What follows belongs to an exercise in optimizing a design on an open flow for small area, a short achievable clock period and few clock cycles per item; a production flow would make more cautious choices. The RTL was checked by simulation tests, not by an equivalence proof against the original design. Power and IR drop assume default switching activity.

$ cat design/flow/run.sh
#!/bin/bash
# synth_recipe.tcl (not shown) runs the flow's synth.tcl, then flattens the netlist and writes it again
# the make line also repeats each setting of config.mk as NAME=value (left out here)
make -C /OpenROAD-flow-scripts/flow DESIGN_CONFIG=/design/flow/config.mk WORK_HOME=/design/flow/orfs CLKGATE_MAP_FILE= SYNTH_SCRIPT=/design/flow/synth_recipe.tcl finish
$ cat design/flow/config.mk
export PLATFORM = sky130hd
export DESIGN_NAME = soc_curve_interp_validate
export DESIGN_NICKNAME = soc_curve_interp_validate
export VERILOG_FILES = /design/flow/design.v
export SDC_FILE = /design/flow/constraint.sdc
export NUM_CORES = 4
export LEC_CHECK = 0
export ABC_AREA = 1
export CAP_MARGIN = 20
export CORE_MARGIN = 2
export CORE_UTILIZATION = 40
export SETUP_SLACK_MARGIN = 5
export SLEW_MARGIN = 20
$ cat design/flow/constraint.sdc
create_clock -name core_clock -period 10.0 [get_ports {clk}]
set_input_delay 2.0000 -clock core_clock [delete_from_list [all_inputs] [get_ports {clk}]]
set_output_delay 2.0000 -clock core_clock [all_outputs]
set_load 0.01 [all_outputs]
$ cat design/flow/design.v
module soc_curve_interp_validate #(
  parameter int NUM_POINTS = 8
) (
  input  logic        clk,
  input  logic        rst,
  input  logic        cfg_wen,
  input  logic        cfg_index,
  input  logic [7:0]  cfg_data,
  input  logic        in_valid,
  output logic        in_ready,
  input  logic [19:0] in_data,
  output logic        out_valid,
  input  logic        out_ready,
  output logic [15:0] out_data
);
  logic [7:0] ve;
  logic [6:0] mt;
  logic       busy;
  always_ff @(posedge clk) begin
    if (rst) begin
      ve <= 8'd53;
      mt <= 7'd5;
    end else begin
      if (cfg_wen && cfg_index) mt <= cfg_data[6:0];
      if (cfg_wen && !cfg_index) ve <= cfg_data;
      else if (busy) ve <= {ve[1:0], ve[7:2]};
    end
  end
  logic [2:0]  eseg;    
  logic [1:0]  ebit;
  logic [13:0] acc;
  logic [1:0]  vbits;
  logic [15:0] mk;      
  logic [15:0] acc_sum;
  logic [13:0] acc_next;
  logic [4:0]  t1;
  logic [5:0]  t2;
  logic [6:0]  t3;
  logic [6:0]  t4;
  logic [5:0]  t5;
  assign vbits = ve[1:0];
  logic kt_new_n22, kt_new_n23, kt_new_n25, kt_new_n26, kt_new_n28, kt_new_n29, kt_new_n30, kt_new_n31, kt_new_n32, kt_new_n33, kt_new_n35, kt_new_n36, kt_new_n37, kt_new_n38, kt_new_n39, kt_new_n41, kt_new_n42, kt_new_n43, kt_new_n44, kt_new_n45, kt_new_n47, kt_new_n48, kt_new_n49, kt_new_n51, kt_new_n52, kt_new_n53, kt_new_n55, kt_new_n56, kt_new_n58, kt_new_n60, kt_new_n61, kt_new_n62, kt_new_n63, kt_new_n65, kt_new_n66, kt_new_n67, kt_new_n69, kt_new_n71, kt_new_n72, kt_new_n73, kt_new_n76;
  assign kt_new_n22 = ~eseg[2] & vbits[0];
  assign kt_new_n23 = eseg[1] & kt_new_n22;
  assign mk[15] = vbits[1] & kt_new_n23;
  assign kt_new_n25 = ~eseg[2] & vbits[1];
  assign kt_new_n26 = ~vbits[0] & kt_new_n25;
  assign mk[14] = eseg[1] & kt_new_n26;
  assign kt_new_n28 = eseg[1] & ~eseg[0];
  assign kt_new_n29 = ~eseg[1] & ~eseg[0];
  assign kt_new_n30 = ~eseg[2] & kt_new_n29;
  assign kt_new_n31 = vbits[0] & kt_new_n29;
  assign kt_new_n32 = eseg[2] & kt_new_n31;
  assign kt_new_n33 = ~kt_new_n23 & ~kt_new_n32;
  assign mk[0] = ~kt_new_n28 & ~kt_new_n33;
  assign kt_new_n35 = ~eseg[0] & vbits[1];
  assign kt_new_n36 = ~kt_new_n22 & ~kt_new_n35;
  assign kt_new_n37 = ~eseg[1] & ~kt_new_n36;
  assign kt_new_n38 = ~kt_new_n25 & ~kt_new_n37;
  assign kt_new_n39 = ~mk[0] & kt_new_n38;
  assign mk[3] = ~kt_new_n30 & ~kt_new_n39;
  assign kt_new_n41 = ~kt_new_n28 & mk[3];
  assign kt_new_n42 = vbits[1] & kt_new_n41;
  assign kt_new_n43 = vbits[0] & ~mk[15];
  assign kt_new_n44 = ~kt_new_n23 & ~kt_new_n25;
  assign kt_new_n45 = kt_new_n43 & ~kt_new_n44;
  assign mk[13] = kt_new_n42 | kt_new_n45;
  assign kt_new_n47 = ~mk[14] & ~kt_new_n37;
  assign kt_new_n48 = kt_new_n26 & ~kt_new_n47;
  assign kt_new_n49 = mk[3] & kt_new_n43;
  assign mk[12] = kt_new_n48 | kt_new_n49;
  assign kt_new_n51 = kt_new_n22 & mk[13];
  assign kt_new_n52 = ~eseg[0] & kt_new_n26;
  assign kt_new_n53 = ~kt_new_n31 & ~kt_new_n52;
  assign mk[9] = kt_new_n51 | ~kt_new_n53;
  assign kt_new_n55 = kt_new_n22 & mk[9];
  assign kt_new_n56 = ~eseg[1] & kt_new_n25;
  assign mk[11] = kt_new_n55 | kt_new_n56;
  assign kt_new_n58 = eseg[1] & kt_new_n42;
  assign mk[10] = ~kt_new_n47 | kt_new_n58;
  assign kt_new_n60 = ~vbits[1] & kt_new_n22;
  assign kt_new_n61 = ~kt_new_n26 & ~kt_new_n60;
  assign kt_new_n62 = ~mk[12] & ~kt_new_n61;
  assign kt_new_n63 = vbits[1] & ~kt_new_n33;
  assign mk[8] = kt_new_n62 | kt_new_n63;
  assign kt_new_n65 = ~kt_new_n22 & ~kt_new_n28;
  assign kt_new_n66 = ~kt_new_n47 & kt_new_n65;
  assign kt_new_n67 = ~mk[3] & ~kt_new_n66;
  assign mk[7] = ~mk[0] & ~kt_new_n67;
  assign kt_new_n69 = kt_new_n33 & ~kt_new_n60;
  assign mk[6] = kt_new_n66 | ~kt_new_n69;
  assign kt_new_n71 = ~kt_new_n23 & ~kt_new_n26;
  assign kt_new_n72 = eseg[0] & ~kt_new_n71;
  assign kt_new_n73 = kt_new_n31 & ~kt_new_n63;
  assign mk[5] = kt_new_n72 | kt_new_n73;
  assign mk[4] = ~kt_new_n31 & kt_new_n41;
  assign kt_new_n76 = ~mk[6] & ~mk[5];
  assign mk[2] = ~kt_new_n30 & ~kt_new_n76;
  assign mk[1] = kt_new_n41 & ~mk[8];
  assign acc_sum  = {2'b0, (ebit == 2'd0) ? 14'd0 : acc} + mk;
  assign acc_next = acc_sum[15:2];
  always_ff @(posedge clk) begin
    if (rst || (cfg_wen && !cfg_index)) begin
      busy <= 1'b1;
      eseg <= 3'd0;
      ebit <= 2'd0;
    end else if (busy) begin
      ebit <= ebit + 2'd1;
      if (ebit == 2'd3) begin
        eseg <= eseg + 3'd1;
        if (eseg == 3'd4) busy <= 1'b0;
      end
    end
  end
  always_ff @(posedge clk) begin
    acc <= acc_next;
  end
  always_ff @(posedge clk) begin
    if (busy && ebit == 2'd3) begin
      case (eseg)
        3'd0: t1 <= acc_next[11:7];
        3'd1: t2 <= acc_next[12:7];
        3'd2: t3 <= acc_next[13:7];
        3'd3: t4 <= acc_next[13:7];
        default: t5 <= acc_next[12:7];
      endcase
    end
  end
  logic [2:0] t6;
  logic [1:0] t7;
  logic t67_new_n14, t67_new_n15, t67_new_n16, t67_new_n17, t67_new_n18, t67_new_n19, t67_new_n21, t67_new_n22, t67_new_n23, t67_new_n24, t67_new_n25, t67_new_n26, t67_new_n27, t67_new_n28, t67_new_n30, t67_new_n31, t67_new_n32, t67_new_n33, t67_new_n34, t67_new_n35, t67_new_n36, t67_new_n37, t67_new_n38, t67_new_n39, t67_new_n40, t67_new_n41, t67_new_n42, t67_new_n43, t67_new_n44, t67_new_n45, t67_new_n46, t67_new_n47, t67_new_n48, t67_new_n51;
  assign t67_new_n14 = ve[7] & ve[6];
  assign t67_new_n15 = ve[2] & ve[1];
  assign t67_new_n16 = ~ve[3] & ~t67_new_n15;
  assign t67_new_n17 = ve[7] & ve[5];
  assign t67_new_n18 = ve[4] & t67_new_n17;
  assign t67_new_n19 = ~t67_new_n16 & t67_new_n18;
  assign t6[2] = t67_new_n14 | t67_new_n19;
  assign t67_new_n21 = ve[1] & ve[0];
  assign t67_new_n22 = ~ve[2] & ~t67_new_n21;
  assign t67_new_n23 = ve[6] & ve[4];
  assign t67_new_n24 = ve[3] & t67_new_n23;
  assign t67_new_n25 = ~t67_new_n22 & t67_new_n24;
  assign t67_new_n26 = ve[6] & ve[5];
  assign t67_new_n27 = ~ve[7] & ~t67_new_n26;
  assign t67_new_n28 = ~t67_new_n25 & t67_new_n27;
  assign t6[1] = ~t6[2] & ~t67_new_n28;
  assign t67_new_n30 = ~ve[4] & ~ve[2];
  assign t67_new_n31 = ~ve[3] & t67_new_n30;
  assign t67_new_n32 = t67_new_n26 & ~t67_new_n31;
  assign t67_new_n33 = t6[2] & t67_new_n32;
  assign t67_new_n34 = ~t6[2] & ~t67_new_n32;
  assign t67_new_n35 = ~t67_new_n33 & ~t67_new_n34;
  assign t67_new_n36 = ~ve[1] & ~ve[0];
  assign t67_new_n37 = t67_new_n30 & t67_new_n36;
  assign t67_new_n38 = ve[7] & ~t67_new_n37;
  assign t67_new_n39 = ~ve[6] & ~t67_new_n38;
  assign t67_new_n40 = ~t67_new_n25 & ~t67_new_n39;
  assign t67_new_n41 = ~ve[5] & ~t67_new_n40;
  assign t67_new_n42 = ve[3] & t67_new_n15;
  assign t67_new_n43 = ve[7] & ~ve[3];
  assign t67_new_n44 = ~ve[5] & ~t67_new_n43;
  assign t67_new_n45 = ~ve[4] & ~t67_new_n17;
  assign t67_new_n46 = ~t67_new_n44 & t67_new_n45;
  assign t67_new_n47 = ~t67_new_n42 & t67_new_n46;
  assign t67_new_n48 = ~t67_new_n41 & ~t67_new_n47;
  assign t6[0] = ~t67_new_n35 & t67_new_n48;
  assign t7[1] = t67_new_n14 & ~t67_new_n46;
  assign t67_new_n51 = ~ve[7] & ~t67_new_n32;
  assign t7[0] = ~t7[1] & ~t67_new_n51;
  logic        r0_v;
  logic [12:0] v;
  logic [6:0]  r0_c;
  logic [6:0]  e;
  logic ev_new_n21, ev_new_n22, ev_new_n23, ev_new_n24, ev_new_n25, ev_new_n26, ev_new_n27, ev_new_n28, ev_new_n29, ev_new_n30, ev_new_n31, ev_new_n33, ev_new_n34, ev_new_n35, ev_new_n36, ev_new_n37, ev_new_n38, ev_new_n39, ev_new_n40, ev_new_n41, ev_new_n42, ev_new_n43, ev_new_n44, ev_new_n45, ev_new_n46, ev_new_n47, ev_new_n48, ev_new_n49, ev_new_n50, ev_new_n51, ev_new_n52, ev_new_n53, ev_new_n54, ev_new_n55, ev_new_n56, ev_new_n57, ev_new_n58, ev_new_n59, ev_new_n60, ev_new_n61, ev_new_n62, ev_new_n63, ev_new_n64, ev_new_n65, ev_new_n66, ev_new_n67, ev_new_n68, ev_new_n69, ev_new_n70, ev_new_n71, ev_new_n72, ev_new_n73, ev_new_n74, ev_new_n75, ev_new_n76, ev_new_n77, ev_new_n78, ev_new_n79, ev_new_n80, ev_new_n81, ev_new_n82, ev_new_n83, ev_new_n84, ev_new_n85, ev_new_n86, ev_new_n87, ev_new_n88, ev_new_n89, ev_new_n90, ev_new_n91, ev_new_n92, ev_new_n93, ev_new_n94, ev_new_n95, ev_new_n96, ev_new_n97, ev_new_n98, ev_new_n99, ev_new_n100, ev_new_n101, ev_new_n102, ev_new_n103, ev_new_n104, ev_new_n105, ev_new_n106, ev_new_n107, ev_new_n108, ev_new_n109, ev_new_n110, ev_new_n111, ev_new_n112, ev_new_n113, ev_new_n114, ev_new_n115, ev_new_n116, ev_new_n117, ev_new_n118, ev_new_n119, ev_new_n120, ev_new_n121, ev_new_n122, ev_new_n123, ev_new_n125, ev_new_n126, ev_new_n127, ev_new_n128, ev_new_n130, ev_new_n131, ev_new_n132, ev_new_n133, ev_new_n134, ev_new_n135, ev_new_n136, ev_new_n137, ev_new_n138, ev_new_n139, ev_new_n140, ev_new_n141, ev_new_n142, ev_new_n143, ev_new_n144, ev_new_n145, ev_new_n146, ev_new_n147, ev_new_n148, ev_new_n150, ev_new_n151, ev_new_n152, ev_new_n153, ev_new_n154, ev_new_n155, ev_new_n156, ev_new_n157, ev_new_n158, ev_new_n159, ev_new_n160, ev_new_n161, ev_new_n162, ev_new_n163, ev_new_n164, ev_new_n165, ev_new_n166, ev_new_n167, ev_new_n168, ev_new_n169, ev_new_n170, ev_new_n171, ev_new_n172, ev_new_n173, ev_new_n174, ev_new_n175, ev_new_n176, ev_new_n177, ev_new_n178, ev_new_n179, ev_new_n180, ev_new_n181, ev_new_n182, ev_new_n183, ev_new_n184, ev_new_n185, ev_new_n186, ev_new_n187, ev_new_n188, ev_new_n189, ev_new_n190, ev_new_n191, ev_new_n192, ev_new_n193, ev_new_n194, ev_new_n195, ev_new_n196, ev_new_n197, ev_new_n198, ev_new_n199, ev_new_n200, ev_new_n201, ev_new_n202, ev_new_n203, ev_new_n204, ev_new_n205, ev_new_n206, ev_new_n207, ev_new_n208, ev_new_n209, ev_new_n210, ev_new_n211, ev_new_n212, ev_new_n213, ev_new_n214, ev_new_n215, ev_new_n216, ev_new_n217, ev_new_n218, ev_new_n219, ev_new_n220, ev_new_n221, ev_new_n222, ev_new_n223, ev_new_n224, ev_new_n225, ev_new_n226, ev_new_n227, ev_new_n228, ev_new_n229, ev_new_n230, ev_new_n231, ev_new_n232, ev_new_n234, ev_new_n235, ev_new_n236, ev_new_n237, ev_new_n238, ev_new_n239, ev_new_n240, ev_new_n241, ev_new_n242, ev_new_n243, ev_new_n244, ev_new_n245, ev_new_n246, ev_new_n247, ev_new_n248, ev_new_n249, ev_new_n250, ev_new_n251, ev_new_n252, ev_new_n253, ev_new_n254, ev_new_n255, ev_new_n256, ev_new_n257, ev_new_n258, ev_new_n259, ev_new_n260, ev_new_n261, ev_new_n262, ev_new_n263, ev_new_n264, ev_new_n265, ev_new_n266, ev_new_n267, ev_new_n268, ev_new_n269, ev_new_n270, ev_new_n271, ev_new_n272, ev_new_n273, ev_new_n275, ev_new_n276, ev_new_n277, ev_new_n278, ev_new_n279, ev_new_n280, ev_new_n281, ev_new_n282, ev_new_n283, ev_new_n284, ev_new_n285, ev_new_n286, ev_new_n287, ev_new_n288, ev_new_n289, ev_new_n290, ev_new_n291, ev_new_n292, ev_new_n293, ev_new_n294, ev_new_n295, ev_new_n296, ev_new_n297, ev_new_n298, ev_new_n299, ev_new_n300, ev_new_n301, ev_new_n302, ev_new_n303, ev_new_n304, ev_new_n305, ev_new_n306, ev_new_n307, ev_new_n308, ev_new_n309, ev_new_n310, ev_new_n311, ev_new_n312, ev_new_n313, ev_new_n314, ev_new_n315, ev_new_n316, ev_new_n317, ev_new_n318, ev_new_n319, ev_new_n320, ev_new_n321, ev_new_n322, ev_new_n323, ev_new_n324, ev_new_n325, ev_new_n326, ev_new_n327, ev_new_n328, ev_new_n329, ev_new_n330, ev_new_n331, ev_new_n332, ev_new_n333, ev_new_n334, ev_new_n335, ev_new_n336, ev_new_n337, ev_new_n338, ev_new_n339, ev_new_n340, ev_new_n341, ev_new_n342, ev_new_n343, ev_new_n344, ev_new_n345, ev_new_n346, ev_new_n347, ev_new_n348, ev_new_n349;
  assign ev_new_n21 = v[11] & v[10];
  assign ev_new_n22 = v[9] & ev_new_n21;
  assign ev_new_n23 = v[6] & v[4];
  assign ev_new_n24 = v[7] & ev_new_n23;
  assign ev_new_n25 = ~v[2] & ~v[1];
  assign ev_new_n26 = ~v[3] & ev_new_n25;
  assign ev_new_n27 = v[5] & v[4];
  assign ev_new_n28 = ~ev_new_n26 & ev_new_n27;
  assign ev_new_n29 = ev_new_n24 & ev_new_n28;
  assign ev_new_n30 = ~v[8] & ~ev_new_n29;
  assign ev_new_n31 = ev_new_n22 & ~ev_new_n30;
  assign e[6] = v[12] | ev_new_n31;
  assign ev_new_n33 = ~v[7] & v[6];
  assign ev_new_n34 = ~v[5] & ~v[4];
  assign ev_new_n35 = ~ev_new_n27 & ~ev_new_n34;
  assign ev_new_n36 = v[1] & v[0];
  assign ev_new_n37 = v[2] & ev_new_n36;
  assign ev_new_n38 = v[3] & ev_new_n37;
  assign ev_new_n39 = ev_new_n35 & ev_new_n38;
  assign ev_new_n40 = ~v[5] & ~ev_new_n39;
  assign ev_new_n41 = ev_new_n33 & ~ev_new_n40;
  assign ev_new_n42 = ~v[8] & v[6];
  assign ev_new_n43 = v[7] & ~v[6];
  assign ev_new_n44 = v[1] & ev_new_n43;
  assign ev_new_n45 = ~v[3] & ~ev_new_n33;
  assign ev_new_n46 = v[5] & ~v[2];
  assign ev_new_n47 = ~v[4] & ev_new_n46;
  assign ev_new_n48 = ev_new_n45 & ev_new_n47;
  assign ev_new_n49 = ~ev_new_n44 & ev_new_n48;
  assign ev_new_n50 = v[8] & ev_new_n49;
  assign ev_new_n51 = ~v[1] & ~v[0];
  assign ev_new_n52 = v[2] & ~ev_new_n51;
  assign ev_new_n53 = v[7] & ~ev_new_n52;
  assign ev_new_n54 = v[5] & v[3];
  assign ev_new_n55 = ~ev_new_n53 & ev_new_n54;
  assign ev_new_n56 = ~ev_new_n27 & ~ev_new_n55;
  assign ev_new_n57 = ev_new_n43 & ~ev_new_n56;
  assign ev_new_n58 = ~v[5] & ~v[3];
  assign ev_new_n59 = ~ev_new_n26 & ~ev_new_n58;
  assign ev_new_n60 = ev_new_n24 & ~ev_new_n59;
  assign ev_new_n61 = ~v[7] & ~v[6];
  assign ev_new_n62 = ~v[2] & ~ev_new_n36;
  assign ev_new_n63 = ~ev_new_n53 & ~ev_new_n62;
  assign ev_new_n64 = ~v[3] & ~ev_new_n63;
  assign ev_new_n65 = v[3] & ~ev_new_n62;
  assign ev_new_n66 = ~v[7] & ~v[4];
  assign ev_new_n67 = ~ev_new_n65 & ev_new_n66;
  assign ev_new_n68 = ~ev_new_n64 & ~ev_new_n67;
  assign ev_new_n69 = v[5] & ev_new_n68;
  assign ev_new_n70 = ~ev_new_n61 & ~ev_new_n69;
  assign ev_new_n71 = ~ev_new_n37 & ev_new_n45;
  assign ev_new_n72 = ~ev_new_n38 & ~ev_new_n71;
  assign ev_new_n73 = ~v[4] & ev_new_n72;
  assign ev_new_n74 = ~ev_new_n70 & ev_new_n73;
  assign ev_new_n75 = ~ev_new_n60 & ~ev_new_n74;
  assign ev_new_n76 = ~ev_new_n57 & ~ev_new_n75;
  assign ev_new_n77 = ~v[5] & ~ev_new_n68;
  assign ev_new_n78 = ~v[6] & ~v[4];
  assign ev_new_n79 = ~ev_new_n23 & ~ev_new_n78;
  assign ev_new_n80 = ev_new_n77 & ev_new_n79;
  assign ev_new_n81 = v[3] & ~ev_new_n61;
  assign ev_new_n82 = ~ev_new_n36 & ev_new_n81;
  assign ev_new_n83 = v[2] & v[1];
  assign ev_new_n84 = ~v[7] & ev_new_n83;
  assign ev_new_n85 = v[7] & ~ev_new_n83;
  assign ev_new_n86 = ~ev_new_n84 & ~ev_new_n85;
  assign ev_new_n87 = v[6] & ~v[4];
  assign ev_new_n88 = v[5] & ev_new_n87;
  assign ev_new_n89 = ev_new_n86 & ev_new_n88;
  assign ev_new_n90 = ~ev_new_n54 & ~ev_new_n78;
  assign ev_new_n91 = ~ev_new_n35 & ev_new_n52;
  assign ev_new_n92 = ~ev_new_n90 & ev_new_n91;
  assign ev_new_n93 = ~ev_new_n89 & ~ev_new_n92;
  assign ev_new_n94 = ~ev_new_n82 & ~ev_new_n93;
  assign ev_new_n95 = v[3] & ev_new_n83;
  assign ev_new_n96 = ev_new_n87 & ev_new_n95;
  assign ev_new_n97 = ~v[2] & ev_new_n51;
  assign ev_new_n98 = ev_new_n78 & ev_new_n97;
  assign ev_new_n99 = ~ev_new_n96 & ~ev_new_n98;
  assign ev_new_n100 = v[7] & ~ev_new_n99;
  assign ev_new_n101 = ~ev_new_n94 & ~ev_new_n100;
  assign ev_new_n102 = ~ev_new_n80 & ev_new_n101;
  assign ev_new_n103 = ~ev_new_n76 & ev_new_n102;
  assign ev_new_n104 = ~v[8] & ~ev_new_n103;
  assign ev_new_n105 = ~ev_new_n50 & ~ev_new_n104;
  assign ev_new_n106 = ~ev_new_n42 & ev_new_n105;
  assign ev_new_n107 = ev_new_n58 & ~ev_new_n99;
  assign ev_new_n108 = ev_new_n34 & ~ev_new_n65;
  assign ev_new_n109 = v[6] & ~ev_new_n28;
  assign ev_new_n110 = ~ev_new_n108 & ev_new_n109;
  assign ev_new_n111 = ~ev_new_n107 & ~ev_new_n110;
  assign ev_new_n112 = ~ev_new_n106 & ~ev_new_n111;
  assign ev_new_n113 = ~ev_new_n41 & ~ev_new_n112;
  assign ev_new_n114 = v[7] & ~v[5];
  assign ev_new_n115 = v[6] & ev_new_n114;
  assign ev_new_n116 = ev_new_n113 & ~ev_new_n115;
  assign ev_new_n117 = v[8] & ~v[6];
  assign ev_new_n118 = ~ev_new_n42 & ~ev_new_n117;
  assign ev_new_n119 = ~ev_new_n116 & ev_new_n118;
  assign ev_new_n120 = ev_new_n116 & ~ev_new_n118;
  assign ev_new_n121 = v[7] & ev_new_n22;
  assign ev_new_n122 = ~ev_new_n120 & ev_new_n121;
  assign ev_new_n123 = ~ev_new_n119 & ev_new_n122;
  assign e[5] = v[12] | ev_new_n123;
  assign ev_new_n125 = ~v[12] & ev_new_n22;
  assign ev_new_n126 = ~ev_new_n57 & ev_new_n116;
  assign ev_new_n127 = v[8] & ev_new_n43;
  assign ev_new_n128 = ev_new_n126 & ~ev_new_n127;
  assign e[4] = ev_new_n125 & ~ev_new_n128;
  assign ev_new_n130 = ev_new_n27 & ~ev_new_n113;
  assign ev_new_n131 = ~ev_new_n35 & ~ev_new_n87;
  assign ev_new_n132 = ~ev_new_n77 & ~ev_new_n131;
  assign ev_new_n133 = ~ev_new_n69 & ev_new_n132;
  assign ev_new_n134 = ev_new_n37 & ~ev_new_n133;
  assign ev_new_n135 = ~v[7] & ~ev_new_n134;
  assign ev_new_n136 = ~ev_new_n111 & ~ev_new_n135;
  assign ev_new_n137 = ev_new_n111 & ev_new_n133;
  assign ev_new_n138 = ~ev_new_n136 & ~ev_new_n137;
  assign ev_new_n139 = ~ev_new_n130 & ev_new_n138;
  assign ev_new_n140 = ~v[8] & ~ev_new_n139;
  assign ev_new_n141 = v[8] & v[7];
  assign ev_new_n142 = ~ev_new_n126 & ~ev_new_n141;
  assign ev_new_n143 = v[5] & ~ev_new_n49;
  assign ev_new_n144 = ~v[6] & ~ev_new_n143;
  assign ev_new_n145 = v[6] & ev_new_n143;
  assign ev_new_n146 = ~ev_new_n144 & ~ev_new_n145;
  assign ev_new_n147 = ~ev_new_n142 & ev_new_n146;
  assign ev_new_n148 = ~ev_new_n140 & ~ev_new_n147;
  assign e[3] = ev_new_n125 & ~ev_new_n148;
  assign ev_new_n150 = v[12] & ~v[11];
  assign ev_new_n151 = ~v[10] & ~v[9];
  assign ev_new_n152 = ~v[8] & ev_new_n151;
  assign ev_new_n153 = ev_new_n150 & ev_new_n152;
  assign ev_new_n154 = ~v[3] & ev_new_n34;
  assign ev_new_n155 = ev_new_n61 & ~ev_new_n83;
  assign ev_new_n156 = ev_new_n154 & ev_new_n155;
  assign ev_new_n157 = ev_new_n153 & ev_new_n156;
  assign ev_new_n158 = v[12] & ~ev_new_n157;
  assign ev_new_n159 = v[5] & ev_new_n62;
  assign ev_new_n160 = v[6] & ~ev_new_n52;
  assign ev_new_n161 = ~ev_new_n97 & ~ev_new_n160;
  assign ev_new_n162 = ~ev_new_n159 & ev_new_n161;
  assign ev_new_n163 = v[7] & ev_new_n162;
  assign ev_new_n164 = ~ev_new_n72 & ~ev_new_n163;
  assign ev_new_n165 = ev_new_n78 & ~ev_new_n164;
  assign ev_new_n166 = ev_new_n61 & ~ev_new_n77;
  assign ev_new_n167 = v[4] & v[1];
  assign ev_new_n168 = ~ev_new_n83 & ~ev_new_n167;
  assign ev_new_n169 = ~v[6] & ~v[0];
  assign ev_new_n170 = ~ev_new_n168 & ev_new_n169;
  assign ev_new_n171 = ~ev_new_n25 & ~ev_new_n83;
  assign ev_new_n172 = ~v[6] & v[4];
  assign ev_new_n173 = ~ev_new_n171 & ev_new_n172;
  assign ev_new_n174 = ~v[6] & ~v[2];
  assign ev_new_n175 = ~v[4] & ~ev_new_n174;
  assign ev_new_n176 = ev_new_n171 & ev_new_n175;
  assign ev_new_n177 = ~ev_new_n173 & ~ev_new_n176;
  assign ev_new_n178 = ~ev_new_n170 & ev_new_n177;
  assign ev_new_n179 = v[5] & ev_new_n178;
  assign ev_new_n180 = ev_new_n62 & ev_new_n87;
  assign ev_new_n181 = v[3] & ~ev_new_n97;
  assign ev_new_n182 = ~ev_new_n180 & ev_new_n181;
  assign ev_new_n183 = ~ev_new_n179 & ~ev_new_n182;
  assign ev_new_n184 = ~ev_new_n166 & ev_new_n183;
  assign ev_new_n185 = ~ev_new_n74 & ev_new_n184;
  assign ev_new_n186 = ev_new_n165 & ev_new_n185;
  assign ev_new_n187 = ~ev_new_n23 & ~ev_new_n133;
  assign ev_new_n188 = ~ev_new_n186 & ev_new_n187;
  assign ev_new_n189 = v[5] & ~ev_new_n61;
  assign ev_new_n190 = v[3] & ~ev_new_n25;
  assign ev_new_n191 = ev_new_n24 & ev_new_n190;
  assign ev_new_n192 = ~ev_new_n189 & ~ev_new_n191;
  assign ev_new_n193 = ev_new_n99 & ~ev_new_n192;
  assign ev_new_n194 = ~v[8] & ~ev_new_n193;
  assign ev_new_n195 = ~ev_new_n188 & ev_new_n194;
  assign ev_new_n196 = ev_new_n61 & ev_new_n108;
  assign ev_new_n197 = ~v[6] & ~ev_new_n55;
  assign ev_new_n198 = v[2] & ~ev_new_n27;
  assign ev_new_n199 = ev_new_n53 & ~ev_new_n198;
  assign ev_new_n200 = ~v[7] & ev_new_n36;
  assign ev_new_n201 = ev_new_n198 & ev_new_n200;
  assign ev_new_n202 = ~v[3] & ~ev_new_n201;
  assign ev_new_n203 = ~ev_new_n199 & ev_new_n202;
  assign ev_new_n204 = v[6] & ~ev_new_n154;
  assign ev_new_n205 = ev_new_n62 & ~ev_new_n78;
  assign ev_new_n206 = ~ev_new_n204 & ev_new_n205;
  assign ev_new_n207 = ~ev_new_n203 & ev_new_n206;
  assign ev_new_n208 = ~ev_new_n197 & ev_new_n207;
  assign ev_new_n209 = ~ev_new_n196 & ~ev_new_n208;
  assign ev_new_n210 = ~ev_new_n143 & ev_new_n209;
  assign ev_new_n211 = ev_new_n95 & ~ev_new_n178;
  assign ev_new_n212 = v[8] & ~ev_new_n211;
  assign ev_new_n213 = ~v[8] & ev_new_n181;
  assign ev_new_n214 = ev_new_n57 & ~ev_new_n213;
  assign ev_new_n215 = ~ev_new_n212 & ~ev_new_n214;
  assign ev_new_n216 = v[9] & ~ev_new_n215;
  assign ev_new_n217 = ~ev_new_n210 & ev_new_n216;
  assign ev_new_n218 = ev_new_n29 & ev_new_n215;
  assign ev_new_n219 = ev_new_n55 & ev_new_n165;
  assign ev_new_n220 = ~v[4] & ev_new_n83;
  assign ev_new_n221 = v[5] & ~v[3];
  assign ev_new_n222 = ~ev_new_n220 & ev_new_n221;
  assign ev_new_n223 = ~ev_new_n39 & ~ev_new_n222;
  assign ev_new_n224 = ev_new_n33 & ~ev_new_n223;
  assign ev_new_n225 = ev_new_n29 & ~ev_new_n71;
  assign ev_new_n226 = ~v[9] & ~ev_new_n225;
  assign ev_new_n227 = ev_new_n21 & ~ev_new_n226;
  assign ev_new_n228 = ~ev_new_n224 & ev_new_n227;
  assign ev_new_n229 = ~ev_new_n219 & ev_new_n228;
  assign ev_new_n230 = ~ev_new_n218 & ev_new_n229;
  assign ev_new_n231 = ~ev_new_n217 & ev_new_n230;
  assign ev_new_n232 = ~ev_new_n195 & ev_new_n231;
  assign e[2] = ev_new_n158 | ev_new_n232;
  assign ev_new_n234 = v[2] & ev_new_n130;
  assign ev_new_n235 = v[7] & ~ev_new_n167;
  assign ev_new_n236 = ~ev_new_n36 & ev_new_n235;
  assign ev_new_n237 = ~ev_new_n174 & ~ev_new_n235;
  assign ev_new_n238 = ~ev_new_n236 & ~ev_new_n237;
  assign ev_new_n239 = v[2] & ev_new_n23;
  assign ev_new_n240 = ev_new_n51 & ev_new_n78;
  assign ev_new_n241 = ev_new_n58 & ~ev_new_n240;
  assign ev_new_n242 = ~ev_new_n239 & ev_new_n241;
  assign ev_new_n243 = ~ev_new_n238 & ev_new_n242;
  assign ev_new_n244 = ev_new_n185 & ~ev_new_n243;
  assign ev_new_n245 = ev_new_n24 & ev_new_n244;
  assign ev_new_n246 = v[4] & ~ev_new_n164;
  assign ev_new_n247 = ev_new_n209 & ~ev_new_n246;
  assign ev_new_n248 = ~v[6] & ev_new_n114;
  assign ev_new_n249 = ev_new_n65 & ev_new_n248;
  assign ev_new_n250 = ev_new_n215 & ~ev_new_n249;
  assign ev_new_n251 = ~ev_new_n247 & ~ev_new_n250;
  assign ev_new_n252 = ~ev_new_n245 & ~ev_new_n251;
  assign ev_new_n253 = ev_new_n105 & ev_new_n252;
  assign ev_new_n254 = ~ev_new_n58 & ~ev_new_n79;
  assign ev_new_n255 = ~ev_new_n97 & ev_new_n254;
  assign ev_new_n256 = ev_new_n195 & ev_new_n255;
  assign ev_new_n257 = ev_new_n253 & ~ev_new_n256;
  assign ev_new_n258 = ~ev_new_n234 & ev_new_n257;
  assign ev_new_n259 = ev_new_n125 & ~ev_new_n258;
  assign ev_new_n260 = ev_new_n40 & ev_new_n43;
  assign ev_new_n261 = ~v[12] & v[8];
  assign ev_new_n262 = ev_new_n21 & ev_new_n261;
  assign ev_new_n263 = ~ev_new_n41 & ev_new_n262;
  assign ev_new_n264 = ~ev_new_n260 & ev_new_n263;
  assign ev_new_n265 = ~v[7] & ev_new_n226;
  assign ev_new_n266 = ~v[5] & ~ev_new_n95;
  assign ev_new_n267 = ev_new_n90 & ~ev_new_n266;
  assign ev_new_n268 = v[7] & ~ev_new_n44;
  assign ev_new_n269 = ev_new_n267 & ~ev_new_n268;
  assign ev_new_n270 = ~ev_new_n226 & ~ev_new_n269;
  assign ev_new_n271 = ~ev_new_n265 & ~ev_new_n270;
  assign ev_new_n272 = ev_new_n264 & ev_new_n271;
  assign ev_new_n273 = ~ev_new_n157 & ~ev_new_n272;
  assign e[1] = ev_new_n259 | ~ev_new_n273;
  assign ev_new_n275 = ~v[4] & ~ev_new_n84;
  assign ev_new_n276 = ev_new_n58 & ~ev_new_n97;
  assign ev_new_n277 = ~ev_new_n275 & ev_new_n276;
  assign ev_new_n278 = ev_new_n253 & ev_new_n277;
  assign ev_new_n279 = ~ev_new_n49 & ev_new_n209;
  assign ev_new_n280 = ~ev_new_n244 & ~ev_new_n279;
  assign ev_new_n281 = ~v[2] & v[1];
  assign ev_new_n282 = ~ev_new_n200 & ~ev_new_n281;
  assign ev_new_n283 = ev_new_n23 & ~ev_new_n282;
  assign ev_new_n284 = v[4] & ev_new_n36;
  assign ev_new_n285 = v[7] & v[2];
  assign ev_new_n286 = ~ev_new_n78 & ev_new_n285;
  assign ev_new_n287 = ~ev_new_n284 & ev_new_n286;
  assign ev_new_n288 = ~ev_new_n52 & ev_new_n61;
  assign ev_new_n289 = ~v[1] & v[0];
  assign ev_new_n290 = ev_new_n66 & ev_new_n289;
  assign ev_new_n291 = ~ev_new_n288 & ~ev_new_n290;
  assign ev_new_n292 = ~ev_new_n287 & ev_new_n291;
  assign ev_new_n293 = ~ev_new_n283 & ev_new_n292;
  assign ev_new_n294 = ev_new_n155 & ev_new_n293;
  assign ev_new_n295 = ~ev_new_n280 & ~ev_new_n294;
  assign ev_new_n296 = ~ev_new_n278 & ev_new_n295;
  assign ev_new_n297 = v[9] & ~ev_new_n296;
  assign ev_new_n298 = v[4] & ~v[0];
  assign ev_new_n299 = ev_new_n26 & ev_new_n298;
  assign ev_new_n300 = v[9] & ~ev_new_n181;
  assign ev_new_n301 = ~ev_new_n299 & ev_new_n300;
  assign ev_new_n302 = ev_new_n260 & ~ev_new_n301;
  assign ev_new_n303 = ev_new_n203 & ~ev_new_n226;
  assign ev_new_n304 = v[7] & ~ev_new_n35;
  assign ev_new_n305 = ~v[9] & ~ev_new_n304;
  assign ev_new_n306 = ~v[5] & v[2];
  assign ev_new_n307 = v[7] & v[0];
  assign ev_new_n308 = ~ev_new_n298 & ~ev_new_n307;
  assign ev_new_n309 = ev_new_n306 & ~ev_new_n308;
  assign ev_new_n310 = v[3] & ~ev_new_n86;
  assign ev_new_n311 = ~ev_new_n309 & ev_new_n310;
  assign ev_new_n312 = ~ev_new_n305 & ev_new_n311;
  assign ev_new_n313 = ev_new_n204 & ~ev_new_n312;
  assign ev_new_n314 = ~ev_new_n303 & ev_new_n313;
  assign ev_new_n315 = ~ev_new_n302 & ~ev_new_n314;
  assign ev_new_n316 = ~ev_new_n297 & ev_new_n315;
  assign ev_new_n317 = ev_new_n262 & ~ev_new_n316;
  assign ev_new_n318 = v[1] & ev_new_n78;
  assign ev_new_n319 = ~ev_new_n162 & ~ev_new_n318;
  assign ev_new_n320 = ~ev_new_n76 & ev_new_n215;
  assign ev_new_n321 = ~ev_new_n319 & ~ev_new_n320;
  assign ev_new_n322 = ev_new_n215 & ~ev_new_n293;
  assign ev_new_n323 = ~ev_new_n321 & ~ev_new_n322;
  assign ev_new_n324 = ev_new_n54 & ~ev_new_n323;
  assign ev_new_n325 = ev_new_n23 & ev_new_n213;
  assign ev_new_n326 = ~ev_new_n267 & ~ev_new_n325;
  assign ev_new_n327 = ~ev_new_n114 & ev_new_n326;
  assign ev_new_n328 = ev_new_n68 & ~ev_new_n185;
  assign ev_new_n329 = ev_new_n209 & ~ev_new_n328;
  assign ev_new_n330 = ~ev_new_n178 & ~ev_new_n329;
  assign ev_new_n331 = v[7] & ev_new_n25;
  assign ev_new_n332 = ~ev_new_n326 & ev_new_n331;
  assign ev_new_n333 = ~ev_new_n330 & ~ev_new_n332;
  assign ev_new_n334 = ~ev_new_n327 & ~ev_new_n333;
  assign ev_new_n335 = ev_new_n46 & ~ev_new_n298;
  assign ev_new_n336 = ~ev_new_n167 & ~ev_new_n306;
  assign ev_new_n337 = ~ev_new_n335 & ev_new_n336;
  assign ev_new_n338 = ~v[7] & ~v[5];
  assign ev_new_n339 = ev_new_n51 & ~ev_new_n338;
  assign ev_new_n340 = ev_new_n45 & ~ev_new_n339;
  assign ev_new_n341 = ~ev_new_n54 & ~ev_new_n81;
  assign ev_new_n342 = ~ev_new_n340 & ev_new_n341;
  assign ev_new_n343 = ~ev_new_n337 & ev_new_n342;
  assign ev_new_n344 = ~ev_new_n244 & ~ev_new_n343;
  assign ev_new_n345 = ~v[8] & ~ev_new_n344;
  assign ev_new_n346 = ~ev_new_n334 & ~ev_new_n345;
  assign ev_new_n347 = ~ev_new_n324 & ev_new_n346;
  assign ev_new_n348 = ev_new_n125 & ~ev_new_n347;
  assign ev_new_n349 = ~ev_new_n157 & ~ev_new_n348;
  assign e[0] = ev_new_n317 | ~ev_new_n349;
  logic [2:0] sg;
  always_comb begin
    if (v >= 13'd3893) sg = 3'd1;
    else if (v >= 13'd3783) sg = 3'd2;
    else if (v >= 13'd3721) sg = 3'd3;
    else if (v >= 13'd3686) sg = 3'd4;
    else if (v >= 13'd3575) sg = 3'd5;
    else if (v >= 13'd3487) sg = 3'd6;
    else sg = 3'd7;
  end
  logic [6:0] t_raw;
  always_comb begin
    case (sg)
      3'd1: t_raw = {2'd0, t1};
      3'd2: t_raw = {1'd0, t2};
      3'd3: t_raw = t3;
      3'd4: t_raw = t4;
      3'd5: t_raw = {1'd0, t5};
      3'd6: t_raw = {4'd0, t6};
      default: t_raw = {5'd0, t7};
    endcase
  end
  logic       r1_v;
  logic [6:0] r1_e, r1_c, r1_t;
  logic [6:0] tol;
  logic [7:0] d;
  logic [6:0] ad;
  logic       ok;
  assign tol = (r1_t < mt) ? mt : r1_t;
  assign d   = {1'b0, r1_c} - {1'b0, r1_e};
  assign ad  = d[7] ? 7'(-d) : d[6:0];
  assign ok  = (ad < r1_t) || (ad < mt);
  logic       s_v;
  logic       s_ok, h_ok;
  logic [6:0] s_e, s_t, h_e, h_t;
  logic       h_free, r1_en, r0_en;
  assign h_free = !out_valid || out_ready;
  assign r1_en  = !r1_v || !s_v;
  assign r0_en  = !r0_v || r1_en;
  logic       r0_v_n, r1_v_n, s_v_n, busy_n;
  always_comb begin
    r0_v_n = r0_en ? (in_valid && in_ready) : r0_v;
    r1_v_n = r1_en ? r0_v : r1_v;
    s_v_n  = h_free ? 1'b0 : (s_v || r1_v);
    busy_n = (cfg_wen && !cfg_index) || (busy && !(ebit == 2'd3 && eseg == 3'd4));
  end
  always_ff @(posedge clk) begin
    if (rst) begin
      r0_v      <= 1'b0;
      r1_v      <= 1'b0;
      s_v       <= 1'b0;
      out_valid <= 1'b0;
      in_ready  <= 1'b0;
    end else begin
      r0_v      <= r0_v_n;
      r1_v      <= r1_v_n;
      s_v       <= s_v_n;
      out_valid <= h_free ? (s_v || r1_v) : 1'b1;
      in_ready  <= !busy_n && (!r0_v_n || !r1_v_n || !s_v_n);
    end
  end
  always_ff @(posedge clk) begin
    if (r0_en) begin
      v    <= in_data[19:7];
      r0_c <= in_data[6:0];
    end
    if (r1_en) begin
      r1_e <= e;
      r1_c <= r0_c;
      r1_t <= t_raw;
    end
    if (!s_v) begin
      s_ok <= ok;
      s_e  <= r1_e;
      s_t  <= tol;
    end
    if (h_free) begin
      if (s_v) begin
        h_ok <= s_ok;
        h_e  <= s_e;
        h_t  <= s_t;
      end else begin
        h_ok <= ok;
        h_e  <= r1_e;
        h_t  <= tol;
      end
    end
  end
  assign out_data = {h_ok, h_e, 1'b0, h_t};
endmodule
==> flow_summary.toml, run 1 <==
[synthesis]
synth_top_cell_by_area = "edfxtp_1"
yosys_warnings = 1
ys_seq_area_share_pct = 44.1
synthTopCellsByCount = "nand2_1 (210), inv_1 (120), nor2_1 (90)"
synth_compound_area_share_pct = 14.0
syn-cell-area_mm2 = 0.00842
synth_area_leaders = "edfxtp_1 (31%), dfxtp_1 (13%), nand2_1 (9.4%)"
ys_seq_elements = 142
ys.flop_type = "edfxtp_1"
yosysUniqueCellTypes = 58
syn_nets = 1093
yosysTopAreaCellShare_pct = 31.0
yosys.area_share.xor_xnor_pct = 2.29
muxShareOfSynthArea_pct = 0
synthCells = 998
synth-simple-area-share_pct = 22.6
synth_edf_count = 87
synth.most_common_cell = "nand2_1"
synth-adder-area-share_pct = 9.15
avgSynthCellArea_um2 = 8.44
async_reset_ff_share_pct = 0
synth_top_family_by_area = "simple AND/OR/NAND/NOR gates"

[worst_hold_path]
holdPathEnd = "r1_c[0]"
min_from = "r0_c[0]"
holdPathStages = 0
hp-class = "flop to flop"

[power_and_ir_drop]
power_density_mw_per_mm2 = 175
p_sw_share_pct = 29.5
combPwrFrac_pct = 21.9
power_frac_clock_pct = 34.9
p_int_mw = 1.19
leakage_nw = 4.22
ir_worst_vdd_v = 0.0000928
pwr-share-seq_pct = 43.2
switchingPower_mw = 0.499

[critical_path]
worstPathRequired_ps = 10180
critPathArrivalTime_ps = 4160
r2r_start = "ve[1]"
r2r_cells = 21
r2r_end = "t5[1]"
path_class = "flop to flop"
end_kind = "flop"
worst-r2r-setup-slack_ps = 6030
start_kind = "flop"
critPathMaxFanout = 8

[die]
die_width_um = 149
pin_count = 52
core_mm2 = 0.0208
start_util_pct = 40.5
std_cell_rows = 53
die_area_mm2 = 0.0222
die_h_um = 149

[sta]
period_share_pct = 39.7
setup_viol_count_final = 0
rsz0062_at_grt = "no"
drv_slew = 0
skew_ps = 14.3
fmax_mhz = 252
relSlewSlack_pct = 33.4
period_minus_slack_ps = 3970
setup_tns_ps = 0
tightest_slew_ps = 997
finalHoldViolations = 0

[cts]
insertion_delay_ps = 430
cts_tree = "yes"
cts.sinks = 142
post_cts_buffers = 0
clkTransAtPathRegs_ps = 60
cts_resized = 0
hold_buffers = 0
htree_levels = 4
cts_buffers = 17
root_buffer = "clkbuf_16"
clock_path_buffers = 2

[global_route]
grt_start_max_net_pins = 31
grt_usage_pct = 19.0
overflow = 0
antenna_found_initial = 0
grt_pass1_wl_um = 33000
grt_pass1_vias = 6620

[place]
port_buffers = 50
place_congestion = 0.954
dp_hpwl_um = 15200

[cells_and_area]
final-seq-area_mm2 = 0.00371
drive_above_1_share_pct = 9.00
layout.nets = 1137
area_delta_synth_final_pct = 15.1
postLayoutCoreUtil_pct = 46.6
num-fill-cells = 2037
n_antenna_cell = 0
multi_input_area_mm2 = 0.00406

[route]
drtIter0Drc = 633
drt_pass1_iterations = 5
viasPerCell = 5.10
ant_nets = 0
vias = 6786
wire_per_inst_um = 15.2
wirelength_um = 20200
drc = 0

[run_status]
status = "timing/DRC/antenna clean"

[job]
cap_violations = 0
[routing by layer]
layer  up-vias  share of wire (%)  track usage, %
li1       3459                  -               -
met1      3064                 46            25.3
met2       224                 46            30.6
met3        39                5.6            3.94
met4         0                2.3            7.00
met5         -                  0               0
[placed cells by master (no fill, tap or decap), types with 5 or more instances in the layout]
cell type / n
nand2_1: 210
o21ai_2: 5
nand4_1: 15
nand3_2: 6
nand3_1: 50
a21oi_1: 56
xnor2_1: 5
dfxtp_1: 55
nand2_2: 16
ha_1: 60
clkdlybuf4s50_1: 50
o211ai_1: 10
inv_2: 8
a31oi_1: 9
xor2_1: 17
o21bai_1: 5
o21ai_0: 68
edfxtp_1: 87
nor3_1: 12
clkbuf_16: 18
clkinv_2: 5
inv_1: 120
o21ai_1: 5
nor2_1: 90
[worst max-delay path, stage by stage, from the launching register on]
cell and delay (ps):
dfxtp_1 490, inv_1 180, nor2_1 160, inv_1 80, nor2_1 130, inv_1 110
nor2_1 170, inv_1 80, nand2_1 100, nand3_1 110, nand3_1 120, nor2_1 50
nor2_1 110, ha_1 280, a21oi_1 200, nor2_1 60, a211oi_1 310, o21ai_4 130
a21oi_2 200, o21ai_2 90, a21o_4 220, xor2_1 350
[kinds of logic after synthesis]
| family | count (synthesis) |
|---|---|
| buffers and inverters | 159 |
| flip-flops | 142 |
| AO/OA/AOI/OAI | 192 |
| XOR/XNOR | 22 |
| other | 1 |
| adder cells (fa/ha/maj) | 61 |
| AND/OR/NAND/NOR | 421 |
[cell type report]
type                    instances  share of cell area, %
multi-input cells             697                   41.8
clock inverters                12                  0.852
flip-flops and latches        142                   38.3
inverters                     132                   5.21
clock buffers                  20                   4.93
repair buffers                 52                   5.32
well taps                     275                   3.55
[state kept, by name (all words and copies together), names as in the netlist, 7 cells and up]
signal  flops
r0_c        7
v          13
acc        14
s_t         7
r1_t        7
ve          8
r1_e        7
t3          7
r1_c        7
s_e         7
t4          7
mt          7
h_t         7
h_e         7
[worst max-delay path by stage]
stage,cells after the start,slack (ps),from,endpoint
2_1_floorplan,24,6600,eseg[0],t1[3]
3_3_place_gp,24,6200,eseg[1],t2[5]
3_5_place_dp,21,6070,ve[1],t1[1]
4_1_cts,22,6050,ve[1],t5[2]
5_1_grt,22,5540,ve[1],t2[2]
6_report,21,6030,ve[1],t5[1]
[power groups by stage]
stage / clock, mW / sequential [mW] / combinational, mW
after floorplan: 0 / 0.734 / 0.270
after global placement: 0 / 0.743 / 0.368
after detailed placement: 0 / 0.743 / 0.368
after CTS: 0.608 / 0.731 / 0.371
after global routing: 0.634 / 0.737 / 0.424
final: 0.591 / 0.731 / 0.370
[through the flow]
step / power [mW] / setup WS (ps) / std cells / hold WS [ps] / area, um2
floorplan: 1.00 / 6600 / 998 / 400 / 8420
global placement: 1.11 / 6200 / 1298 / 420 / 9130
detailed placement: 1.11 / 6070 / 1298 / 406 / 9130
CTS: 1.71 / 6050 / 1330 / 419 / 9690
global route: 1.79 / 5540 / 1330 / 436 / 9690
finish: 1.69 / 6030 / 1330 / 423 / 9690
Testbench counts, summed over its fixed seeds: cycles 3,368, items 3,200.
==> run 2: changes to the inputs <==
==> design/flow/flow/run.sh (new file) <==
#!/bin/bash
set -euo pipefail
MARGIN=${FLOW_SETUP_MARGIN:-6.6}
sed "s/SETUP_SLACK_MARGIN=[0-9.]*/SETUP_SLACK_MARGIN=${MARGIN}/" standard.sh > standard_margin.sh
bash standard_margin.sh > standard.log 2>&1
==> design/flow/standard.sh (new file) <==
#!/bin/bash
# synth_recipe.tcl (not shown) runs the flow's synth.tcl, then flattens the netlist and writes it again
# the make line also repeats each setting of config.mk as NAME=value (left out here)
make -C /OpenROAD-flow-scripts/flow DESIGN_CONFIG=/design/flow/config.mk WORK_HOME=/design/flow/orfs CLKGATE_MAP_FILE= SYNTH_SCRIPT=/design/flow/synth_recipe.tcl "${@:-finish}"
--- a/design/flow/config.mk
+++ b/design/flow/config.mk
@@ -11,2 +11,5 @@
 export CORE_UTILIZATION = 40
+export CTS_BUF_LIST = sky130_fd_sc_hd__clkbuf_8
+export CTS_CLUSTER_DIAMETER = 150
+export CTS_CLUSTER_SIZE = 50
 export SETUP_SLACK_MARGIN = 5
removed: design/flow/run.sh
==> run 2 against run 1 <==
Compared with the run above:
- synthesized cell count unchanged
- setup slack gained 640 ps
- cell area up 3.0%
- power decreased by 2.3%
- register-to-register slack improved by 640 ps
- wire length is 3.4% higher
==> flow_summary.toml, run 2 <==
[synthesis]
async_reset_ff_share_pct = 0
yosys_warnings = 1
yosysTopAreaCellShare_pct = 31.0
syn-cell-area_mm2 = 0.00842
synth_edf_count = 87
synth_compound_area_share_pct = 14.0
synth_area_leaders = "edfxtp_1 (31%), dfxtp_1 (13%), nand2_1 (9.4%)"
synth_top_cell_by_area = "edfxtp_1"
avgSynthCellArea_um2 = 8.44
synthTopCellsByCount = "nand2_1 (210), inv_1 (120), nor2_1 (90)"
ys_seq_area_share_pct = 44.1
yosys.area_share.xor_xnor_pct = 2.29
muxShareOfSynthArea_pct = 0
yosysUniqueCellTypes = 58
synth_top_family_by_area = "simple AND/OR/NAND/NOR gates"
synthCells = 998
synth.most_common_cell = "nand2_1"
ys_seq_elements = 142
syn_nets = 1093
synth-adder-area-share_pct = 9.15
ys.flop_type = "edfxtp_1"
synth-simple-area-share_pct = 22.6

[route]
drt_pass1_iterations = 6
drtIter0Drc = 570
vias = 6969
route.met3.wl_um = 1250
wirelength_um = 20900
highest-signal-layer = "met4"
ant_nets = 0
wl_met2_um = 9600
wl_met1_um = 9610
viasPerCell = 5.14
drc = 0
wire_per_inst_um = 15.4

[cells_and_area]
layout.nets = 1164
n_antenna_cell = 0
final_common_cell = "nand2_1"
final_cells = 1357
postLayoutCoreUtil_pct = 48.0
design_area_mm2 = 0.00999
num-fill-cells = 2031
final_cell_mix = "nand2_1 (200), inv_1 (112), edfxtp_1 (87)"
final-seq-area_mm2 = 0.00373
regMostFlops = "acc"
drive_above_1_share_pct = 15.3
top_regs = "acc: 14 flops, v: 13 flops, ve: 8 flops"
multi_input_area_mm2 = 0.00423
area_delta_synth_final_pct = 18.6
largest_register_ffs = 14

[place]
dp_cells = 1299
place_ws_ps = 6220
dp_hpwl_um = 15100
place_congestion = 0.951
port_buffers = 50
place_area_mm2 = 0.00914

[cts]
cts_tree = "yes"
hold_buffers = 0
htree_levels = 4
clock_path_buffers = 2
clkTransAtPathRegs_ps = 80
cts_buffers = 17
cts.sinks = 142
insertion_delay_ps = 440
root_buffer = "clkbuf_8"

[worst_hold_path]
hp-class = "flop to flop"
min_from = "r0_c[0]"
holdPathStages = 0

[die]
die_area_mm2 = 0.0222
die_width_um = 149
pin_count = 52
start_util_pct = 40.5
std_cell_rows = 53
core_mm2 = 0.0208
die_h_um = 149

[sta]
holdWs_ps = 425
period_share_pct = 33.3
finalHoldViolations = 0
tightest_slew_ps = 974
relSlewSlack_pct = 34.9
setup_ws_ps = 6670
fmax_mhz = 301
drv_slew = 0
setup_tns_ps = 0
rsz0062_at_grt = "yes"
period_minus_slack_ps = 3330
skew_ps = 12.1
setup_viol_count_final = 0

[job]
cap_violations = 0

[power_and_ir_drop]
ir_worst_vdd_v = 0.0000763
power_density_mw_per_mm2 = 166
total_power_mw = 1.65
leakage_nw = 4.36

[critical_path]
crit_chain = "inv_4 -> ha_4 -> nand2_4 -> o21ai_2 -> inv_2 -> nor2_4 -> nor2_2 -> nor2_2 -> a32o_2 -> a21oi_2 -> or2_1 -> nor2_2 -> ha_2 -> nand4_1 -> o21ai_4 -> a21oi_2 -> o21ai_2 -> a21o_4 -> buf_6 -> xor2_4"
critPathMaxFanout = 6
critPathMostFrequentCell = "nor2_2"
r2r_start = "eseg[0]"
slowest_stage = "dfxtp_4"
end_kind = "flop"
critPathArrivalTime_ps = 3510
start_kind = "flop"
r2r_cells = 20
worstPathRequired_ps = 10190
cp-startpoint = "eseg[0]"
critPathMaxStageDelay_ps = 360
path_class = "flop to flop"

[global_route]
grt_usage_pct = 19.2
grt_pass1_vias = 6555
overflow = 0
grt_pass1_wl_um = 33600
grt_start_max_net_pins = 31
antenna_found_initial = 0

[run_status]
status = "timing/DRC/antenna clean"
## run 2: layout make-up
cell class / count / share of cell area [%]
tap: 275 / 3.45
inverter: 132 / 5.09
sequential: 142 / 37.4
multi-input combinational: 697 / 42.4
clock inverter: 13 / 1.85
timing repair buffer: 79 / 7.25
clock buffer: 19 / 2.62
## run 2: final timing paths
kind                   to  slack [ps]
hold / removal    r1_c[0]         420
setup reg to reg    t1[1]        6670
hold reg to reg   r1_c[0]         420
setup / recovery    t1[1]        6670
## run 2: timing repair
item,in CTS,in global routing
resized for setup,26,37
buffers inserted,10,16
pin swaps,5,21
endpoints found under the setup margin,38,41
## run 2: cell families (layout without fill, tap and decap cells)
kind of cell             count (synthesis)  in the layout
AND/OR/NAND/NOR                        421            421
flip-flops                             142            142
AO/OA/AOI/OAI                          192            192
adder cells (fa/ha/maj)                 61             61
buffers and inverters                  159            243
other                                    1              1
XOR/XNOR                                22             22
## run 2: power breakdown
part / internal (mW) / total (mW) / switching (mW)
sequential: 0.700 / 0.729 / 0.0290
combinational: 0.171 / 0.413 / 0.243
clock: 0.286 / 0.511 / 0.225
## run 2: layer usage
layer / track usage [%] / vias to the layer above
met5: 0 / -
met4: 6.05 / 0
met3: 4.28 / 27
met2: 30.6 / 233
met1: 26.0 / 3190
li1: - / 3519
## run 2: worst max-delay path: cells and delay by family (launching register included)
family          cells  cell delay, ps
xor+xnor            1             160
simple gates        7             880
flops               1             360
compound gates      7             920
fa+ha+maj           2             470
buf+inv             3             270
==> run 3: changes to the inputs <==
==> design/flow/flow/run.sh (replaced) <==
#!/bin/bash
set -euo pipefail
MARGIN=${FLOW_SETUP_MARGIN:-6.6}
export BUFFER_PORTS_ARGS="-buffer_cell sky130_fd_sc_hd__buf_1"
sed "s/SETUP_SLACK_MARGIN=[0-9.]*/SETUP_SLACK_MARGIN=${MARGIN}/" standard.sh > standard_margin.sh
bash standard_margin.sh > standard.log 2>&1
==> run 3 against run 2 <==
Compared with the run above:
- first-iteration DRC count rose by 12%
- largest cell class unchanged
- clock skew rose by 2.2 ps
- setup slack got worse by 8.2 ps
- still clean
- fmax fell by 0.24%
- power fell by 2.0%
==> flow_summary.toml, run 3 <==
[critical_path]
slowest_stage = "dfxtp_4"
crit_chain = "inv_4 -> ha_4 -> nand2_4 -> o21ai_2 -> inv_2 -> nor2_4 -> nor2_2 -> nor2_2 -> a32o_2 -> a21oi_2 -> or2_1 -> nor2_2 -> ha_2 -> a21oi_2 -> nor2_1 -> a211oi_2 -> o21ai_4 -> a21oi_2 -> o21ai_2 -> a21o_4 -> nand2_2 -> nand2_1 -> nand2_1 -> nand2_2"
critPathMaxFanout = 6
critPathMaxStageDelay_ps = 390
critPathArrivalTime_ps = 3520
worstPathRequired_ps = 10180
path_class = "flop to flop"
end_kind = "flop"
start_kind = "flop"

[synthesis]
synth_edf_count = 87
ys_seq_area_share_pct = 44.1
yosysTopAreaCellShare_pct = 31.0
yosys_warnings = 1
syn_nets = 1093
synth_top_cell_by_area = "edfxtp_1"
ys.flop_type = "edfxtp_1"
synthCells = 998
syn-cell-area_mm2 = 0.00842
synthTopCellsByCount = "nand2_1 (210), inv_1 (120), nor2_1 (90)"
avgSynthCellArea_um2 = 8.44
synth.most_common_cell = "nand2_1"
ys_seq_elements = 142
synth_area_leaders = "edfxtp_1 (31%), dfxtp_1 (13%), nand2_1 (9.4%)"
async_reset_ff_share_pct = 0
yosysUniqueCellTypes = 58

[sta]
skew_ps = 14.4
fmax_mhz = 300
tightest_slew_ps = 941
rsz0062_at_grt = "yes"
drv_slew = 0
finalHoldViolations = 0
relSlewSlack_pct = 37.1
period_share_pct = 33.4
period_minus_slack_ps = 3340
setup_tns_ps = 0
setup_viol_count_final = 0

[cells_and_area]
regMostFlops = "acc"
multi_input_area_mm2 = 0.00422
drive_above_1_share_pct = 14.8
layout.nets = 1159
final-seq-area_mm2 = 0.00373
num-fill-cells = 2080
n_antenna_cell = 0
postLayoutCoreUtil_pct = 46.2
area_delta_synth_final_pct = 14.1
largest_register_ffs = 14
final_common_cell = "nand2_1"
top_regs = "acc: 14 flops, v: 13 flops, ve: 8 flops"
final_cell_mix = "nand2_1 (200), inv_1 (116), edfxtp_1 (87)"

[place]
dp_hpwl_um = 15100
place_congestion = 0.984
port_buffers = 50

[route]
drtIter0Drc = 638
wire_per_inst_um = 15.3
viasPerCell = 5.12
wirelength_um = 20600
vias = 6918
drt_pass1_iterations = 5
ant_nets = 0
drc = 0

[global_route]
grt_pass1_vias = 6548
grt_pass1_wl_um = 33300
grt_start_max_net_pins = 31
antenna_found_initial = 0
grt_usage_pct = 19.1
overflow = 0

[die]
die_area_mm2 = 0.0222
core_mm2 = 0.0208
start_util_pct = 40.5
pin_count = 52
std_cell_rows = 53
die_width_um = 149
die_h_um = 149

[power_and_ir_drop]
power_frac_clock_pct = 31.1
leakage_nw = 4.16
p_int_mw = 1.11
pwr-share-seq_pct = 45.0
switchingPower_mw = 0.509
combPwrFrac_pct = 23.9
p_sw_share_pct = 31.4
ir_worst_vdd_v = 0.0000884
total_power_mw = 1.62
power_density_mw_per_mm2 = 169

[cts]
cts.sinks = 142
cts_tree = "yes"
insertion_delay_ps = 450
htree_levels = 4
hold_buffers = 0
clock_path_buffers = 2
cts_buffers = 17
clkTransAtPathRegs_ps = 90
root_buffer = "clkbuf_8"

[job]
cap_violations = 0

[run_status]
status = "timing/DRC/antenna clean"

[worst_hold_path]
hp-class = "flop to flop"
-- run 3: cell counts after synthesis --
Identical to the previous run, type by type.
-- run 3: path summary, 6_finish.rpt --
kind                            slack (ps)  cells after the start     from  endpoint
worst max-delay path                  6660                     24  eseg[0]     t3[3]
worst min-delay path                   430                      0  r0_c[2]   r1_c[2]
worst max register to register        6660                     24  eseg[0]     t3[3]
worst min register to register         430                      0  r0_c[2]   r1_c[2]
-- run 3: critical path: cells and delay by family, from the launching register on --
family / cells / cell delay, ps
fa+ha+maj: 2 / 350
buf+inv: 2 / 140
flops: 1 / 390
simple gates: 11 / 790
compound gates: 9 / 1370
-- run 3: power by group through the flow --
stage          Clock (mW)  Combinational [mW]  Sequential, mW
3_3_place_gp            0               0.347           0.743
5_1_grt             0.536               0.439           0.735
6_report            0.503               0.388           0.729
3_5_place_dp            0               0.350           0.743
2_1_floorplan           0               0.270           0.734
4_1_cts             0.516               0.365           0.730
-- run 3: logic make-up (layout without fill, tap and decap cells) --
group / count (synthesis) / in the layout / synth area share [%]
AND/OR/NAND/NOR: 421 / 421 / 22.6
AO/OA/AOI/OAI: 192 / 192 / 14.0
buffers and inverters: 159 / 238 / 7.83
flip-flops: 142 / 142 / 44.1
adder cells (fa/ha/maj): 61 / 61 / 9.15
XOR/XNOR: 22 / 22 / 2.29
other: 1 / 1 / 0.0445
-- run 3: through the flow --
step | cells | hold slack (ps) | area (um2) | setup slack, ps
floorplan | 998 | 400 | 8430 | 6700
global placement | 1299 | 413 | 8830 | 6320
detailed placement | 1299 | 407 | 8830 | 6260
CTS | 1340 | 435 | 9400 | 6610
global route | 1352 | 444 | 9610 | 6380
finish | 1352 | 435 | 9610 | 6660
-- run 3: routing by layer --
metal  wire [um]  share of wire (%)  up-vias  GRT usage [%]
met4         472                2.3        0           6.86
met3        1200                5.8       36           4.19
li1            -                  -     3508              -
met2        9510                 46      238           30.7
met1        9430                 46     3136           25.3
met5           0                  0        -              0
-- run 3: what timing repair did --
action                                  4_1_cts  5_1_grt
buffers inserted                              9       12
pin swaps                                     7       11
resized for setup                            27       27
endpoints found under the setup margin       38       40
-- run 3: cell type report --
cell class,count,area share [%]
clock buffers,19,2.72
repair buffers,74,3.83
inverters,132,5.29
clock inverters,13,1.82
multi-input cells,697,44.0
well taps,275,3.58
flip-flops and latches,142,38.8
==> run 4: changes to the inputs <==
--- a/design/flow/config.mk
+++ b/design/flow/config.mk
@@ -11,5 +11,2 @@
 export CORE_UTILIZATION = 40
-export CTS_BUF_LIST = sky130_fd_sc_hd__clkbuf_8
-export CTS_CLUSTER_DIAMETER = 150
-export CTS_CLUSTER_SIZE = 50
 export SETUP_SLACK_MARGIN = 5
==> run 4 against run 3 <==
Compared with the run above:
- sequential share of layout area down 0.56 points
- non-clock buffer count down 1
- cell area up 1.5%
- sequential power about the same
- critical endpoint is now t2[1]
- highest routed layer unchanged
==> flow_summary.toml, run 4 <==
[run_status]
status = "timing/DRC/antenna clean"

[sta]
fmax_mhz = 294
drv_slew = 0
rsz0062_at_grt = "yes"
setup_viol_count_final = 0
relSlewSlack_pct = 36.3
tightest_slew_ps = 954
skew_ps = 9.19
period_share_pct = 34.1
setup_tns_ps = 0
period_minus_slack_ps = 3410
finalHoldViolations = 0

[power_and_ir_drop]
pwr-share-seq_pct = 41.2
ir_worst_vdd_v = 0.000122
switchingPower_mw = 0.533
power_frac_clock_pct = 36.7
p_sw_share_pct = 30.0
total_power_mw = 1.77
combPwrFrac_pct = 22.1
p_int_mw = 1.24
power_density_mw_per_mm2 = 182
leakage_nw = 4.24

[synthesis]
synthTopCellsByCount = "nand2_1 (210), inv_1 (120), nor2_1 (90)"
ys.flop_type = "edfxtp_1"
synth_top_cell_by_area = "edfxtp_1"
yosys_warnings = 1
async_reset_ff_share_pct = 0
yosysUniqueCellTypes = 58
avgSynthCellArea_um2 = 8.44
syn-cell-area_mm2 = 0.00842
synth_edf_count = 87
synth_area_leaders = "edfxtp_1 (31%), dfxtp_1 (13%), nand2_1 (9.4%)"
yosysTopAreaCellShare_pct = 31.0
synth.most_common_cell = "nand2_1"
ys_seq_elements = 142
ys_seq_area_share_pct = 44.1
synthCells = 998
syn_nets = 1093

[cts]
cts.sinks = 142
cts_buffers = 17
clock_path_buffers = 2
root_buffer = "clkbuf_16"
insertion_delay_ps = 420
cts_tree = "yes"
clkTransAtPathRegs_ps = 70
htree_levels = 4
hold_buffers = 0

[cells_and_area]
top_regs = "acc: 14 flops, v: 13 flops, ve: 8 flops"
final_cell_mix = "nand2_1 (199), inv_1 (116), edfxtp_1 (87)"
final_common_cell = "nand2_1"
largest_register_ffs = 14
regMostFlops = "acc"
drive_above_1_share_pct = 14.2
area_delta_synth_final_pct = 15.8
postLayoutCoreUtil_pct = 46.8
final_cells = 1351
layout.nets = 1158
n_antenna_cell = 0

[critical_path]
worstPathBufferInverterCount = 3
cpLargestDelayFamily = "compound AO/OA/AOI/OAI gates"
end_kind = "flop"
critPathMaxFanout = 6
critPathArrivalTime_ps = 3560
critPathMaxStageDelay_ps = 390
worstPathRequired_ps = 10150
crit_chain = "inv_4 -> ha_4 -> nand2_4 -> o21ai_2 -> inv_2 -> nor2_4 -> nor2_2 -> nor2_2 -> a32o_2 -> a21oi_2 -> or2_1 -> nor2_2 -> ha_2 -> a21oi_2 -> nor2_1 -> a211oi_2 -> o21ai_4 -> a21oi_2 -> o21ai_2 -> a21o_4 -> buf_6 -> xor2_4"
path_class = "flop to flop"
slowest_stage = "dfxtp_4"
start_kind = "flop"

[route]
viasPerCell = 5.15
drt_pass1_iterations = 5
ant_nets = 0
drc = 0
wirelength_um = 20500
wire_per_inst_um = 15.2
drtIter0Drc = 675
vias = 6955

[job]
cap_violations = 0

[global_route]
grt_pass1_wl_um = 33400
grt_start_max_net_pins = 31
grt_pass1_vias = 6531
overflow = 0
grt_usage_pct = 19.3
antenna_found_initial = 0

[die]
start_util_pct = 40.5
pin_count = 52
die_h_um = 149
std_cell_rows = 53
die_width_um = 149
core_mm2 = 0.0208
die_area_mm2 = 0.0222

[place]
dp_hpwl_um = 15100
port_buffers = 50
dp_cells = 1299
place_congestion = 0.984

[worst_hold_path]
hp-class = "flop to flop"
[run 4: cell counts after synthesis]
Identical to the previous run, type by type.
[run 4: through the flow]
| stage | worst slack [ps] | instance area [um2] | hold WS [ps] |
|---|---|---|---|
| after floorplan | 6700 | 8430 | 400 |
| after global placement | 6320 | 8830 | 413 |
| after detailed placement | 6260 | 8830 | 407 |
| after CTS | 6600 | 9580 | 429 |
| after global routing | 6350 | 9750 | 437 |
| final | 6590 | 9750 | 429 |
[run 4: final timing paths]
path / from / end / depth (start not counted) / slack [ps]
setup reg to reg: eseg[0] / t2[1] / 22 / 6590
hold / removal: r0_c[2] / r1_c[2] / 0 / 430
setup / recovery: eseg[0] / t2[1] / 22 / 6590
hold reg to reg: r0_c[2] / r1_c[2] / 0 / 430
[run 4: final cells by class]
class                           instances  area [um2]
Multi-Input combinational cell        697        4180
Sequential cell                       142        3730
Timing Repair Buffer                   73         364
Tap cell                              275         344
Clock buffer                           21         503
Clock inverter                         11         115
Fill cell                            2065       11100
Inverter                              132         510
[run 4: power groups by stage]
stage	registers, mW	clock network, mW	logic, mW
5_1_grt	0.736	0.686	0.443
3_3_place_gp	0.743	0	0.347
6_report	0.731	0.651	0.391
2_1_floorplan	0.734	0	0.270
4_1_cts	0.731	0.666	0.364
3_5_place_dp	0.743	0	0.350
[run 4: kinds of logic after synthesis]
family,share of synthesized area (%)
compound gates,14.0
flops,44.1
other cells,0.0445
buf+inv,7.83
xor+xnor,2.29
fa+ha+maj,9.15
simple gates,22.6
[run 4: metal layers]
layer | track usage [%] | vias up | part of all wire [%]
met4 | 6.67 | 0 | 2.3
met1 | 25.4 | 3180 | 45
li1 | - | 3509 | -
met2 | 31.2 | 227 | 47
met5 | 0 | - | 0
met3 | 4.40 | 39 | 5.8
[run 4: what timing repair did]
action / 4_1_cts / 5_1_grt
buffers inserted: 9 / 11
setup endpoints to repair: 38 / 40
hold endpoints to repair: 0 / 0
pin swaps: 8 / 20
cloned: 0 / 0
resized for setup: 25 / 25

-- separate check: timing with driven ports --
No port has a modelled driver above. Below, the same layouts with a new extraction and two added sets of constraints.
Step 1 assumes that a clkbuf_16 drives the clock port and a buf_2 every other input.
Step 2, shift: input delay + t, output delay - t, t = (earliest + latest rising clock arrival at the registers) / 2. This alone moves slack from input paths to output paths.
Three values: ideal, step 1, step 2; two values: the first two.
run | shift t [ns] | slack for setup (ns)
run 1 | 0.467 | 6.029 / 6.029 / 6.029
run 2 | 0.477 | 6.673 / 6.663 / 6.432
run 3 | 0.480 | 6.665 / 6.665 / 6.665
run 4 | 0.463 | 6.594 / 6.594 / 6.594
After both steps setup and hold are still met in every run listed.
